This is an optimization exercise on Yosys and OpenROAD, whose aim is small area, a short achievable clock period and few clock cycles per item, not a production implementation.
Function not checked in this run: the RTL went through the layout flow alone.
No activity file was given, so power comes from the tool's default toggle rates.

==> design/flow/design.v <==
`default_nettype none
package rv64_isa_pkg;
  typedef enum logic [6:0] {
    op_imm    = 7'b0010011,
    op_imm_32 = 7'b0011011,
    op        = 7'b0110011,
    op_32     = 7'b0111011,
    lui       = 7'b0110111,
    auipc     = 7'b0010111,
    load      = 7'b0000011,
    store     = 7'b0100011,
    jal       = 7'b1101111,
    jalr      = 7'b1100111,
    branch    = 7'b1100011,
    system    = 7'b1110011
  } opcode_e;
  localparam logic [2:0] F3_ADD_SUB = 3'b000;
  localparam logic [2:0] F3_SLL     = 3'b001;
  localparam logic [2:0] F3_SLT     = 3'b010;
  localparam logic [2:0] F3_SLTU    = 3'b011;
  localparam logic [2:0] F3_XOR     = 3'b100;
  localparam logic [2:0] F3_SRL_SRA = 3'b101;
  localparam logic [2:0] F3_OR      = 3'b110;
  localparam logic [2:0] F3_AND     = 3'b111;
  localparam logic [2:0] F3_BEQ  = 3'b000;
  localparam logic [2:0] F3_BNE  = 3'b001;
  localparam logic [2:0] F3_BLT  = 3'b100;
  localparam logic [2:0] F3_BGE  = 3'b101;
  localparam logic [2:0] F3_BLTU = 3'b110;
  localparam logic [2:0] F3_BGEU = 3'b111;
  localparam logic [2:0] F3_MUL    = 3'b000;
  localparam logic [2:0] F3_MULH   = 3'b001;
  localparam logic [2:0] F3_MULHSU = 3'b010;
  localparam logic [2:0] F3_MULHU  = 3'b011;
  localparam logic [6:0] F7_MULDIV = 7'b0000001;
  typedef struct packed {
    logic [6:0] funct7;
    logic [4:0] rs2;
    logic [4:0] rs1;
    logic [2:0] funct3;
    logic [4:0] rd;
    opcode_e    opcode;
  } r_fields_t;
  typedef struct packed {
    logic [11:0] imm12;   
    logic [4:0]  rs1;
    logic [2:0]  funct3;
    logic [4:0]  rd;
    opcode_e     opcode;
  } i_fields_t;
  typedef union packed {
    r_fields_t r_view;
    i_fields_t i_view;
  } instr_u;
endpackage
`default_nettype wire
`default_nettype none
package exu_pkg;
  localparam int XLEN = 64;
  typedef logic [XLEN-1:0] xlen_t;
  localparam int MUL_CYCLES = 64;
  typedef enum logic [4:0] {
    alu_add,
    alu_sub,
    alu_sll,
    alu_srl,
    alu_sra,
    alu_slt,
    alu_sltu,
    alu_xor,
    alu_or,
    alu_and,
    alu_addw,
    alu_subw,
    alu_sllw,
    alu_srlw,
    alu_sraw,
    alu_pass_b,     
    alu_branch,     
    alu_jalr_tgt,
    alu_zero
  } alu_op_e;
  typedef struct packed {
    logic a_signed;
    logic b_signed;
    logic take_high;   
    logic word;        
  } mul_req_t;
endpackage
`default_nettype wire
`default_nettype none
module alu_op_decode (
  input  wire rv64_isa_pkg::instr_u instr_i,
  output exu_pkg::alu_op_e          op_o,
  output logic                      is_mul_o,
  output exu_pkg::mul_req_t         mul_req_o
);
  rv64_isa_pkg::opcode_e opcode;
  logic [2:0]            funct3;
  logic [6:0]            funct7;
  logic                  imm_arith;
  assign opcode    = instr_i.r_view.opcode;
  assign funct3    = instr_i.r_view.funct3;
  assign funct7    = instr_i.r_view.funct7;     
  assign imm_arith = instr_i.i_view.imm12[10];  
  always_comb begin
    op_o      = exu_pkg::alu_zero;
    is_mul_o  = 1'b0;
    mul_req_o = '0;
    case (opcode)
      rv64_isa_pkg::op, rv64_isa_pkg::op_imm: begin
        if (opcode == rv64_isa_pkg::op && funct7 == rv64_isa_pkg::F7_MULDIV) begin
          if (!funct3[2]) begin   
            is_mul_o            = 1'b1;
            mul_req_o.a_signed  = (funct3 == rv64_isa_pkg::F3_MULH) ||
                                  (funct3 == rv64_isa_pkg::F3_MULHSU);
            mul_req_o.b_signed  = (funct3 == rv64_isa_pkg::F3_MULH);
            mul_req_o.take_high = (funct3 != rv64_isa_pkg::F3_MUL);
          end
        end else begin
          case (funct3)
            rv64_isa_pkg::F3_ADD_SUB: op_o = (opcode == rv64_isa_pkg::op && funct7[5]) ?
                                             exu_pkg::alu_sub : exu_pkg::alu_add;
            rv64_isa_pkg::F3_SLL:     op_o = exu_pkg::alu_sll;
            rv64_isa_pkg::F3_SLT:     op_o = exu_pkg::alu_slt;
            rv64_isa_pkg::F3_SLTU:    op_o = exu_pkg::alu_sltu;
            rv64_isa_pkg::F3_XOR:     op_o = exu_pkg::alu_xor;
            rv64_isa_pkg::F3_SRL_SRA: begin
              if (imm_arith) begin   
                op_o = exu_pkg::alu_sra;
              end else begin
                op_o = exu_pkg::alu_srl;
              end
            end
            rv64_isa_pkg::F3_OR:      op_o = exu_pkg::alu_or;
            default:                  op_o = exu_pkg::alu_and;
          endcase
        end
      end
      rv64_isa_pkg::op_32, rv64_isa_pkg::op_imm_32: begin
        if (opcode == rv64_isa_pkg::op_32 && funct7 == rv64_isa_pkg::F7_MULDIV) begin
          if (funct3 == rv64_isa_pkg::F3_MUL) begin   
            is_mul_o       = 1'b1;
            mul_req_o.word = 1'b1;
          end
        end else begin
          case (funct3)
            rv64_isa_pkg::F3_ADD_SUB: op_o = (opcode == rv64_isa_pkg::op_32 && funct7[5]) ?
                                             exu_pkg::alu_subw : exu_pkg::alu_addw;
            rv64_isa_pkg::F3_SLL:     op_o = exu_pkg::alu_sllw;
            rv64_isa_pkg::F3_SRL_SRA: op_o = funct7[5] ? exu_pkg::alu_sraw : exu_pkg::alu_srlw;
            default:                  op_o = exu_pkg::alu_zero;
          endcase
        end
      end
      rv64_isa_pkg::lui:    op_o = exu_pkg::alu_pass_b;
      rv64_isa_pkg::auipc,
      rv64_isa_pkg::load,
      rv64_isa_pkg::store,
      rv64_isa_pkg::jal:    op_o = exu_pkg::alu_add;   
      rv64_isa_pkg::jalr:   op_o = exu_pkg::alu_jalr_tgt;
      rv64_isa_pkg::branch: op_o = exu_pkg::alu_branch;
      default:              op_o = exu_pkg::alu_zero;  
    endcase
  end
endmodule
`default_nettype wire
`default_nettype none
module int_alu (
  input  wire exu_pkg::alu_op_e op_i,
  input  wire [2:0]             funct3_i,
  input  wire exu_pkg::xlen_t   src_a_i,
  input  wire exu_pkg::xlen_t   src_b_i,
  output exu_pkg::xlen_t        result_o
);
  exu_pkg::xlen_t sum;
  exu_pkg::xlen_t diff;
  logic           lt_s;
  logic           lt_u;
  logic           take;
  logic [31:0]    word_res;
  assign sum  = src_a_i + src_b_i;
  assign diff = src_a_i - src_b_i;
  assign lt_s = $signed(src_a_i) < $signed(src_b_i);
  assign lt_u = src_a_i < src_b_i;
  always_comb begin
    case (funct3_i)
      rv64_isa_pkg::F3_BEQ:  take = (src_a_i == src_b_i);
      rv64_isa_pkg::F3_BNE:  take = (src_a_i != src_b_i);
      rv64_isa_pkg::F3_BLT:  take = lt_s;
      rv64_isa_pkg::F3_BGE:  take = !lt_s;
      rv64_isa_pkg::F3_BLTU: take = lt_u;
      rv64_isa_pkg::F3_BGEU: take = !lt_u;
      default:               take = 1'b0;
    endcase
  end
  always_comb begin
    case (op_i)
      exu_pkg::alu_subw: word_res = diff[31:0];
      exu_pkg::alu_sllw: word_res = src_a_i[31:0] << src_b_i[4:0];
      exu_pkg::alu_srlw: word_res = src_a_i[31:0] >> src_b_i[4:0];
      exu_pkg::alu_sraw: word_res = $signed(src_a_i[31:0]) >>> src_b_i[4:0];
      default:           word_res = sum[31:0];
    endcase
  end
  always_comb begin
    case (op_i)
      exu_pkg::alu_add:      result_o = sum;
      exu_pkg::alu_sub:      result_o = diff;
      exu_pkg::alu_sll:      result_o = src_a_i << src_b_i[5:0];
      exu_pkg::alu_srl:      result_o = src_a_i >> src_b_i[5:0];
      exu_pkg::alu_sra:      result_o = $signed(src_a_i) >>> src_b_i[5:0];
      exu_pkg::alu_slt:      result_o = {63'd0, lt_s};
      exu_pkg::alu_sltu:     result_o = {63'd0, lt_u};
      exu_pkg::alu_xor:      result_o = src_a_i ^ src_b_i;
      exu_pkg::alu_or:       result_o = src_a_i | src_b_i;
      exu_pkg::alu_and:      result_o = src_a_i & src_b_i;
      exu_pkg::alu_addw,
      exu_pkg::alu_subw,
      exu_pkg::alu_sllw,
      exu_pkg::alu_srlw,
      exu_pkg::alu_sraw:     result_o = {{32{word_res[31]}}, word_res};
      exu_pkg::alu_pass_b:   result_o = src_b_i;
      exu_pkg::alu_branch:   result_o = {63'd0, take};
      exu_pkg::alu_jalr_tgt: result_o = {sum[63:1], 1'b0};
      default:               result_o = '0;
    endcase
  end
endmodule
`default_nettype wire
`default_nettype none
module shift_add_mul #(
  parameter int MUL_CYCLES = exu_pkg::MUL_CYCLES
) (
  input  wire                    clk,
  input  wire                    arst_n_i,
  input  wire                    start_i,
  input  wire exu_pkg::mul_req_t req_i,
  input  wire exu_pkg::xlen_t    src_a_i,
  input  wire exu_pkg::xlen_t    src_b_i,
  output logic                   busy_o,
  output logic                   done_o,
  output exu_pkg::xlen_t         product_o
);
  localparam int CNT_W  = $clog2(MUL_CYCLES + 1);
  localparam int PROD_W = 2 * exu_pkg::XLEN;
  logic [CNT_W-1:0]  step_cnt;
  logic              last;
  logic              a_neg;
  logic              b_neg;
  logic              neg_q;
  exu_pkg::xlen_t    mag_a;
  exu_pkg::xlen_t    mag_b;
  exu_pkg::xlen_t    mplier;
  logic [PROD_W-1:0] mcand;
  logic [PROD_W-1:0] acc;
  logic [PROD_W-1:0] prod;
  exu_pkg::mul_req_t req_q;
  assign a_neg = req_i.a_signed & src_a_i[63];
  assign b_neg = req_i.b_signed & src_b_i[63];
  assign mag_a = a_neg ? -src_a_i : src_a_i;
  assign mag_b = b_neg ? -src_b_i : src_b_i;
  assign last  = (step_cnt == CNT_W'(MUL_CYCLES));
  always_ff @(posedge clk or negedge arst_n_i) begin
    if (!arst_n_i) begin
      busy_o   <= 1'b0;
      step_cnt <= '0;
    end else if (start_i) begin
      busy_o   <= 1'b1;
      step_cnt <= '0;
    end else if (busy_o) begin
      if (last) begin
        busy_o <= 1'b0;   
      end else begin
        step_cnt <= step_cnt + 1'b1;
      end
    end
  end
  always_ff @(posedge clk) begin
    if (start_i) begin
      acc    <= '0;
      mcand  <= {{exu_pkg::XLEN{1'b0}}, mag_a};
      mplier <= mag_b;
      neg_q  <= a_neg ^ b_neg;
      req_q  <= req_i;
    end else if (busy_o && !last) begin
      if (mplier[0]) begin
        acc <= acc + mcand;
      end
      mcand  <= mcand << 1;
      mplier <= mplier >> 1;
    end
  end
  assign prod   = neg_q ? -acc : acc;
  assign done_o = busy_o & last;
  always_comb begin
    if (req_q.word) begin
      product_o = {{32{prod[31]}}, prod[31:0]};
    end else if (req_q.take_high) begin
      product_o = prod[PROD_W-1:exu_pkg::XLEN];
    end else begin
      product_o = prod[exu_pkg::XLEN-1:0];
    end
  end
endmodule
`default_nettype wire
`default_nettype none
module exec_unit #(
  parameter int MUL_CYCLES = exu_pkg::MUL_CYCLES
) (
  input  wire                       clk,
  input  wire                       arst_n_i,
  input  wire                       valid_i,
  input  wire [31:0]                instr_i,
  input  wire [63:0]                src_a_i,
  input  wire [63:0]                src_b_i,
  output logic [63:0]               result_o,
  output logic                      done_o,
  output logic                      ready_o
);
  exu_pkg::alu_op_e  alu_op;
  exu_pkg::mul_req_t mul_req;
  exu_pkg::xlen_t    alu_result;
  exu_pkg::xlen_t    mul_product;
  logic              is_mul;
  logic              mul_busy;
  logic              mul_done;
  logic              accept;
  rv64_isa_pkg::instr_u instr;
  assign instr = rv64_isa_pkg::instr_u'(instr_i);
  assign ready_o = !mul_busy;
  assign accept  = valid_i & ready_o;
  alu_op_decode alu_op_decode_inst (
    .instr_i   (instr),
    .op_o      (alu_op),
    .is_mul_o  (is_mul),
    .mul_req_o (mul_req)
  );
  int_alu int_alu_inst (
    .op_i     (alu_op),
    .funct3_i (instr.r_view.funct3),
    .src_a_i  (src_a_i),
    .src_b_i  (src_b_i),
    .result_o (alu_result)
  );
  shift_add_mul #(
    .MUL_CYCLES (MUL_CYCLES)
  ) shift_add_mul_inst (
    .clk       (clk),
    .arst_n_i  (arst_n_i),
    .start_i   (accept & is_mul),
    .req_i     (mul_req),
    .src_a_i   (src_a_i),
    .src_b_i   (src_b_i),
    .busy_o    (mul_busy),
    .done_o    (mul_done),
    .product_o (mul_product)
  );
  always_ff @(posedge clk or negedge arst_n_i) begin
    if (!arst_n_i) begin
      done_o   <= 1'b0;
      result_o <= '0;
    end else begin
      done_o <= (accept & !is_mul) | mul_done;
      if (mul_done) begin
        result_o <= mul_product;
      end else if (accept && !is_mul) begin
        result_o <= alu_result;
      end
    end
  end
endmodule
`default_nettype wire
==> design/flow/run.sh <==
#!/bin/bash
# synth_recipe.tcl (not shown) runs the flow's synth.tcl, then flattens the netlist and writes it again
# the make line also repeats each setting of config.mk as NAME=value (left out here)
make -C /OpenROAD-flow-scripts/flow DESIGN_CONFIG=/design/flow/config.mk WORK_HOME=/design/flow/orfs CLKGATE_MAP_FILE= SYNTH_SCRIPT=/design/flow/synth_recipe.tcl finish
==> design/flow/config.mk <==
export PLATFORM = sky130hd
export DESIGN_NAME = exec_unit
export DESIGN_NICKNAME = exec_unit
export VERILOG_FILES = /design/flow/design.v
export SDC_FILE = /design/flow/constraint.sdc
export NUM_CORES = 4
export LEC_CHECK = 0
export CAP_MARGIN = 20
export CORE_MARGIN = 10
export CORE_UTILIZATION = 30
export PLACE_DENSITY = 0.5
export SLEW_MARGIN = 20
==> design/flow/constraint.sdc <==
create_clock -name core_clock -period 6.5 [get_ports {clk}]
set_input_delay 1.3000 -clock core_clock [delete_from_list [all_inputs] [get_ports {clk}]]
set_output_delay 1.3000 -clock core_clock [all_outputs]
set_load 0.01 [all_outputs]
==> run summary <==
Status = no timing/DRC/antenna violations
Worst vdd ir = 0.000205 V
Initial Util = 30.2%
Util after Layout = 35.9%
Commonest non-fill, non-tap cell in the layout = nand2_1
Setup Fix Bufs, Post-CTS = 0
Hold Crit Class = reg -> reg
Worst Path Arrival = 6740 ps
Synth Instances = 7011
Final nets = 7816
CTS tree = done
Max Slew Vio Count = 0
Filler cells = 17900
RSZ-0062 raised after global routing = false
Synth area leaders = ha_1 8.2%, edfxtp_1 7.9%, dfxtp_1 7.7%
Port bufs = 213
Largest net degree at the start of global routing = 130
Fin cells = 9560
Post-Syn Area per Cell = 7.12 um^2
Post-synth EDFFs = 131
Post-Synth Simple-Gate Area = 21.7%
GR Overflow Total = 0
Final setup violation count = 0
Max-capacitance violation count = 0
Clock latency on the worst-skew pair = 710 ps
Dpl cells = 9459
Tmin final = 6190 ps
Async S/R FF share, synth = 18.4%
1st-iter DRT viols = 6783
Clock Pin Slew Worst Setup and Hold Paths = 60 ps
Cts bufs inserted = 52
Share of post-route cells with drive strength above 1 = 12.0%
Setup TNS = 0 ps
Worst Path Class, Setup = in -> reg
Cell Pwr Density = 141 mW/mm^2
Register area = 0.00960 mm^2
Clock H-tree levels = 2
First-pass GRT wire length = 443000 um
CP required = 7050 ps
Final Cell Area = 0.0593 mm^2
Via-to-Cell Ratio = 6.17
Initial antenna violation count = 31
Maximum clock frequency = 162 MHz
Synth Area in XOR/XNOR = 7.22%
Max-slew headroom = 24.2%
Die Span X = 428 um
DP Area = 0.0575 mm^2
Die Height = 428 um
Root Buffer = clkbuf_16
GPL Wtd Cong = 1.07
Post-synthesis cell type count = 97
Vias in the first global route = 56400
Adder-Cell Fraction of Synth Area = 8.27%
Synth Flop Type = dfxtp_1
#FFs+latches synth = 396
Die area = 0.183 mm^2
Critical Path Source Type = primary input
Post-synthesis mux area share = 6.99%
Clock skew = 35.6 ps
Hold Buf Count CTS = 0
Worst-case clock buffer depth = 3
Worst-margin pin slew = 1130 ps
Largest area contributor in the netlist = ha_1
Commonest cells after routing, fill and taps aside = 984 x nand2_1, 748 x a21oi_1, 692 x nor2_1
DP Wirelength = 261000 um
Synth Warn # = 4
Share of the synthesized area in the top cell type = 8.15%
Fin crit share = 95.2%
Clk sinks = 396
Crit-path max FO = 3
Post-DRT Antenna Nets = 0
Leakage = 24.3 nW
Largest family of logic cells by synthesized area = compound AO/OA/AOI/OAI gates
Critical Path End Type = register
Num ports = 229
Rows = 149
Core Region = 0.165 mm^2
Routed wire length = 322000 um
Complex-gate fraction of the synthesized area = 30.7%
Syn-to-layout area delta = 18.8%
WL/cell = 33.6 um
Syn Nets = 7502
Area of the multi-input gates = 0.0375 mm^2
Mapped Area = 0.0499 mm^2
GRT Total Usage = 33.7%
DRC viols = 0
Fin. Hold Viols = 0
Post_cts resized = 0
Worst hold slack = 471 ps
Via count = 59000
DR pass1 iterations = 8
Post-synthesis sequential area ratio = 19.3%
## Yosys cell counts (all sizes together) (19+ instances only)
cell,n
nand2,989
a21oi,751
nor2,701
o21ai,687
clkbuf,467
ha,325
xnor2,280
inv,242
dfxtp,192
nor3,146
edfxtp,131
xor2,131
nand3,116
mux2i,112
a211oi,102
o31ai,99
nand4,92
mux4,91
a21o,86
o211ai,81
a31oi,76
dfrtp,73
o21bai,68
a221oi,65
nor4,65
buf,57
or3,56
nand2b,53
o22ai,45
a221o,39
o221ai,38
or2,36
nor2b,35
or4,35
o41ai,33
o21a,31
and2,28
mux2,28
a211o,23
a22oi,22
and3,22
a2111oi,21
a41oi,20
a21boi,19
## layout make-up
| cell class | count | share of cell area (%) |
|---|---|---|
| Timing Repair Buffer | 784 | 11.4 |
| Inverter | 248 | 1.58 |
| Clock buffer | 80 | 2.60 |
| Multi-Input combinational cell | 5843 | 63.3 |
| Tap cell | 2189 | 4.62 |
| Antenna cell | 3 | 0.0127 |
| Clock inverter | 17 | 0.308 |
| Sequential cell | 396 | 16.2 |
## power by group
group	switching, mW	leakage (nW)	total [mW]	internal (mW)
Clock	1.35	0.829	3.06	1.72
Sequential	0.00184	4.10	2.55	2.55
Combinational	1.84	19.4	2.76	0.920
Total	3.19	24.3	8.38	5.18
## sequential cells by signal, summed over array words and instances (netlist names)
register / count
shift_add_mul_inst.step_cnt: 7
shift_add_mul_inst.acc: 128
shift_add_mul_inst.mcand: 128
shift_add_mul_inst.req_q: 2
result_o: 64
shift_add_mul_inst.neg_q: 1
done_o: 1
shift_add_mul_inst.busy_o: 1
shift_add_mul_inst.mplier: 64
## cells by family (layout without fill, tap and decap cells)
kind of cell,after synthesis,in the layout
and+or+nand+nor,2420,2420
buffers and inverters,772,1129
other,0,3
adders and majority gates,328,328
AOI/OAI and AO/OA,2453,2453
DFF,396,396
muxes,231,231
xor gates and xnor gates,411,411
## final timing paths
path,from,endpoint,slack (ps),cells after the start
max,src_a_i[1],result_o[53],310,20
min,shift_add_mul_inst.mcand[70],shift_add_mul_inst.mcand[71],470,2
max reg2reg,shift_add_mul_inst.acc[0],shift_add_mul_inst.acc[120],1250,16
min reg2reg,shift_add_mul_inst.mcand[70],shift_add_mul_inst.mcand[71],470,2
max in group asynchronous,arst_n_i,result_o[7],4780,2
min in group asynchronous,arst_n_i,result_o[38],490,1
## critical path, cell delays in order
cell and delay (ps):
clkdlybuf4s50_1 630, inv_1 130, ha_1 330, nor2_1 160
o311ai_0 230, buf_4 220, a21oi_1 300, a221oi_1 130
buf_4 190, o211ai_1 510, a221oi_1 180, buf_4 210
o311ai_0 560, buf_4 240, a21oi_1 90, o21ai_0 390
a21oi_1 270, a221o_1 400, a21oi_1 150, o21ai_0 100
## per-stage QoR
step / worst slack (ps) / power, mW
global route: 99.4 / 8.60
floorplan: 84.2 / 3.90
detailed placement: -245 / 5.25
global placement: -249 / 5.26
CTS: 473 / 8.33
finish: 315 / 8.38
## per-layer routing
layer,track usage [%],up-vias,wire (um)
li1,-,26300,-
met5,0,-,72
met2,54.4,2974,145000
met1,41.6,29000,127000
met4,21.6,12,25500
met3,5.21,689,24500

port drivers added, routing unchanged:
In the flow no input, the clock included, has a driving cell. The finished layout below was timed again as built, in two steps.
Step 1 assumes that a clkbuf_16 drives the clock port and a buf_2 every other input.
Step 2, shift: input delay + t, output delay - t, t = (earliest + latest rising clock arrival at the registers) / 2. This alone moves slack from input paths to output paths.
Three values: ideal ports, drivers, drivers and shift; two values: the first two.
t, ns: 0.770
setup WS [ns]: 0.315 / 0.285 / -0.486
cell pins on the clock port's net: 1
With both steps, setup timing fails in this run, where it was met with ideal ports. The setup slack of this run moves by -0.030 ns with the drivers and by -0.801 ns with both steps.
